Source: an optimization exercise on an open RTL-to-GDS flow (aim: small area). Production flows keep margins and buffers that such runs may drop.
Function was checked by simulation only, so behaviour that the tests miss may differ from the original.
Power and IR drop assume default switching activity.

// register_file
module register_file #(
  parameter int unsigned WORD_WIDTH = 32,
  parameter int unsigned SEL_WIDTH  = 5,
  parameter int unsigned NUM_REGS   = 32
) (
  input  logic                  clock,
  input  logic                  reset,
  input  logic                  left_read_enable,
  input  logic [SEL_WIDTH-1:0]  left_read_number,
  output logic [WORD_WIDTH-1:0] left_read_bus,
  input  logic                  right_read_enable,
  input  logic [SEL_WIDTH-1:0]  right_read_number,
  output logic [WORD_WIDTH-1:0] right_read_bus,
  input  logic                  write_enable,
  input  logic [SEL_WIDTH-1:0]  write_number,
  input  logic [WORD_WIDTH-1:0] write_bus
);
clock: 8.0 ns
lec_check: 0
cap_margin: 20
core_margin: 2
core_utilization: 55
gpl_timing_driven: 0
slew_margin: 20
synth_hierarchical: 1
standard.sh (not shown) runs the stock make flow with config.mk's settings and CLKGATE_MAP_FILE= SYNTH_SCRIPT=/design/flow/synth_recipe.tcl, a recipe that flattens the netlist after the stock synthesis.
==> flow/flow/run.sh <==
#!/bin/bash
# Standard layout with three changes: ports buffered with buf_2, the decoder
# gates that drive whole rows upsized after floorplanning (flow/upsize.tcl),
# and a clock tree of small buffers without dummy loads.
export BUFFER_PORTS_ARGS="-buffer_cell sky130_fd_sc_hd__buf_2"
export POST_FLOORPLAN_TCL="$PWD/flow/upsize.tcl"
export CTS_ARGS="-sink_clustering_enable -repair_clock_nets -dont_use_dummy_load -buf_list sky130_fd_sc_hd__clkbuf_4 -sink_clustering_size 9 -sink_clustering_max_diameter 40"
bash standard.sh > standard.log 2>&1
==> flow/flow/upsize.tcl <==
# Upsize the decoder gates that drive a whole row of the register file
# (the select lines, 16 or more loads each), so that the layout need not
# split those nets with buffers.
set row_driver_sizes {
  sky130_fd_sc_hd__and3_1  sky130_fd_sc_hd__and3_2
  sky130_fd_sc_hd__and2_1  sky130_fd_sc_hd__and2_2
  sky130_fd_sc_hd__nand2_1 sky130_fd_sc_hd__nand2_2
}
set upsized 0
foreach inst [get_cells *] {
  set master [get_property $inst ref_name]
  set loads 0
  foreach pin [get_pins -of_objects $inst -filter "direction == output"] {
    set net [get_nets -of_objects $pin]
    incr loads [llength [get_pins -of_objects $net -filter "direction == input"]]
  }
  if { $loads >= 16 && [dict exists $row_driver_sizes $master] } {
    replace_cell [get_full_name $inst] [dict get $row_driver_sizes $master]
    incr upsized
  }
}
puts "upsize.tcl: upsized $upsized decoder gates"
==> next run, changes <==
--- a/flow/flow/upsize.tcl
+++ b/flow/flow/upsize.tcl
@@ -1,5 +1,6 @@
 # Upsize the decoder gates that drive a whole row of the register file
 # (the select lines, 16 or more loads each), so that the layout need not
-# split those nets with buffers.
+# split those nets with buffers, and the predecoder gates that drive them
+# (8 or more loads), which are on the path from write_number to the reads.
 set row_driver_sizes {
   sky130_fd_sc_hd__and3_1  sky130_fd_sc_hd__and3_2
@@ -18,4 +19,8 @@
     replace_cell [get_full_name $inst] [dict get $row_driver_sizes $master]
     incr upsized
+  } elseif { $loads >= 8 && [regexp {^(sky130_fd_sc_hd__\w+)_1$} $master -> base]
+             && ![string match *df* $base] && [llength [get_lib_cells ${base}_2]] } {
+    replace_cell [get_full_name $inst] ${base}_2
+    incr upsized
   }
 }
Global-route usage drops by 0.80 points.
Routed wire length came out lower by 2.0%.
Area after synthesis stays the same.
Setup slack is better by 0.079 ns.
Die area does not change.
Worst hold slack gets worse by 0.0070 ns.
Total power barely changes.
Non-clock buffer count goes down by 11.
==> next run, changes <==
==> flow/flow/run.sh (replaced) <==
#!/bin/bash
# Standard layout with three changes: ports buffered with buf_2, the decoder
# gates that drive whole rows upsized after floorplanning (flow/upsize.tcl),
# and a clock tree of small buffers without dummy loads.
export BUFFER_PORTS_ARGS="-buffer_cell sky130_fd_sc_hd__buf_2"
export POST_FLOORPLAN_TCL="$PWD/flow/upsize.tcl"
export CTS_ARGS="-sink_clustering_enable -repair_clock_nets -dont_use_dummy_load -buf_list sky130_fd_sc_hd__clkbuf_4 -sink_clustering_size 8 -sink_clustering_max_diameter 40"
bash standard.sh > standard.log 2>&1
=> Routed wire length hardly moves. Clock-buffer cell count went up by 7. First-iteration DRC count went down slightly. Worst hold slack is better by 0.0031 ns. Combinational power barely changes. Worst setup slack is worse by 0.17 ns.
==> next run, changes <==
==> flow/flow/run.sh (replaced) <==
#!/bin/bash
# Standard layout with three changes: ports buffered with buf_2, the decoder
# gates that drive whole rows upsized after floorplanning (flow/upsize.tcl),
# and a clock tree of small buffers without dummy loads.
export BUFFER_PORTS_ARGS="-buffer_cell sky130_fd_sc_hd__buf_2"
export POST_FLOORPLAN_TCL="$PWD/flow/upsize.tcl"
export CTS_ARGS="-sink_clustering_enable -repair_clock_nets -dont_use_dummy_load -buf_list sky130_fd_sc_hd__clkbuf_4 -sink_clustering_size 10 -sink_clustering_max_diameter 40"
bash standard.sh > standard.log 2>&1
- via count stays flat
- combinational power barely changes
- die area stays the same
- fmax fell by 1.1%
==> next run, changes <==
==> flow/run.sh (new file) <==
#!/bin/bash
# synth_recipe.tcl (not shown) runs the flow's synth.tcl, then flattens the netlist and writes it again
# the make line also repeats each setting of config.mk as NAME=value (left out here)
make -C /OpenROAD-flow-scripts/flow DESIGN_CONFIG=/design/flow/config.mk WORK_HOME=/design/flow/orfs CLKGATE_MAP_FILE= SYNTH_SCRIPT=/design/flow/synth_recipe.tcl finish
Settings changed: CTS_BUF_LIST set to sky130_fd_sc_hd__clkbuf_4, CTS_CLUSTER_DIAMETER set to 40, CTS_CLUSTER_SIZE set to 8, GPL_TIMING_DRIVEN 0 to not set.
removed: flow/flow/run.sh
removed: flow/flow/upsize.tcl
removed: flow/standard.sh
What happened: The new run finished clean; power is higher by 6.4%; clock power came out higher by 23%; hold slack gets better by 0.010 ns; core utilization went up by 4.1 points; combinational power increases by about 5%; area after synthesis is unchanged.

[port drivers added, routing unchanged]
No port has a modelled driver above. Below, the same layouts with a new extraction and two added sets of constraints.
Step 1: set_driving_cell puts a clkbuf_16 on clock and a buf_2 on each other input, an assumption about the parent block.
Step 2 adds t to the input delays and takes it off the output delays; t is the mean of the earliest and latest rising clock arrival at the registers after step 1. Input paths then give back, and output paths get back, about the clock's delay inside the block.
Slacks: ideal / step 1 / step 2; pairs: ideal / step 1.
run | t (ns) | slack for setup (ns) | worst setup path at the end | pins driven straight from the clock port
the first run | 1.137 | 0.482 / 0.461 / 0.461 | input to output | 1
the second run | 1.100 | 0.561 / 0.442 / 0.442 | input to output | 1
the third run | 1.080 | 0.393 / 0.296 / 0.296 | input to output | 1
the fourth run | 1.108 | 0.307 / 0.186 / 0.186 | input to output | 1
the fifth run | 1.151 | 0.163 / 0.139 / 0.139 | input to output | 1
After both steps every run listed still meets setup and hold. The setup slack of the fourth run, which loses most, moves by -0.121 ns with the drivers and by -0.121 ns with both steps.
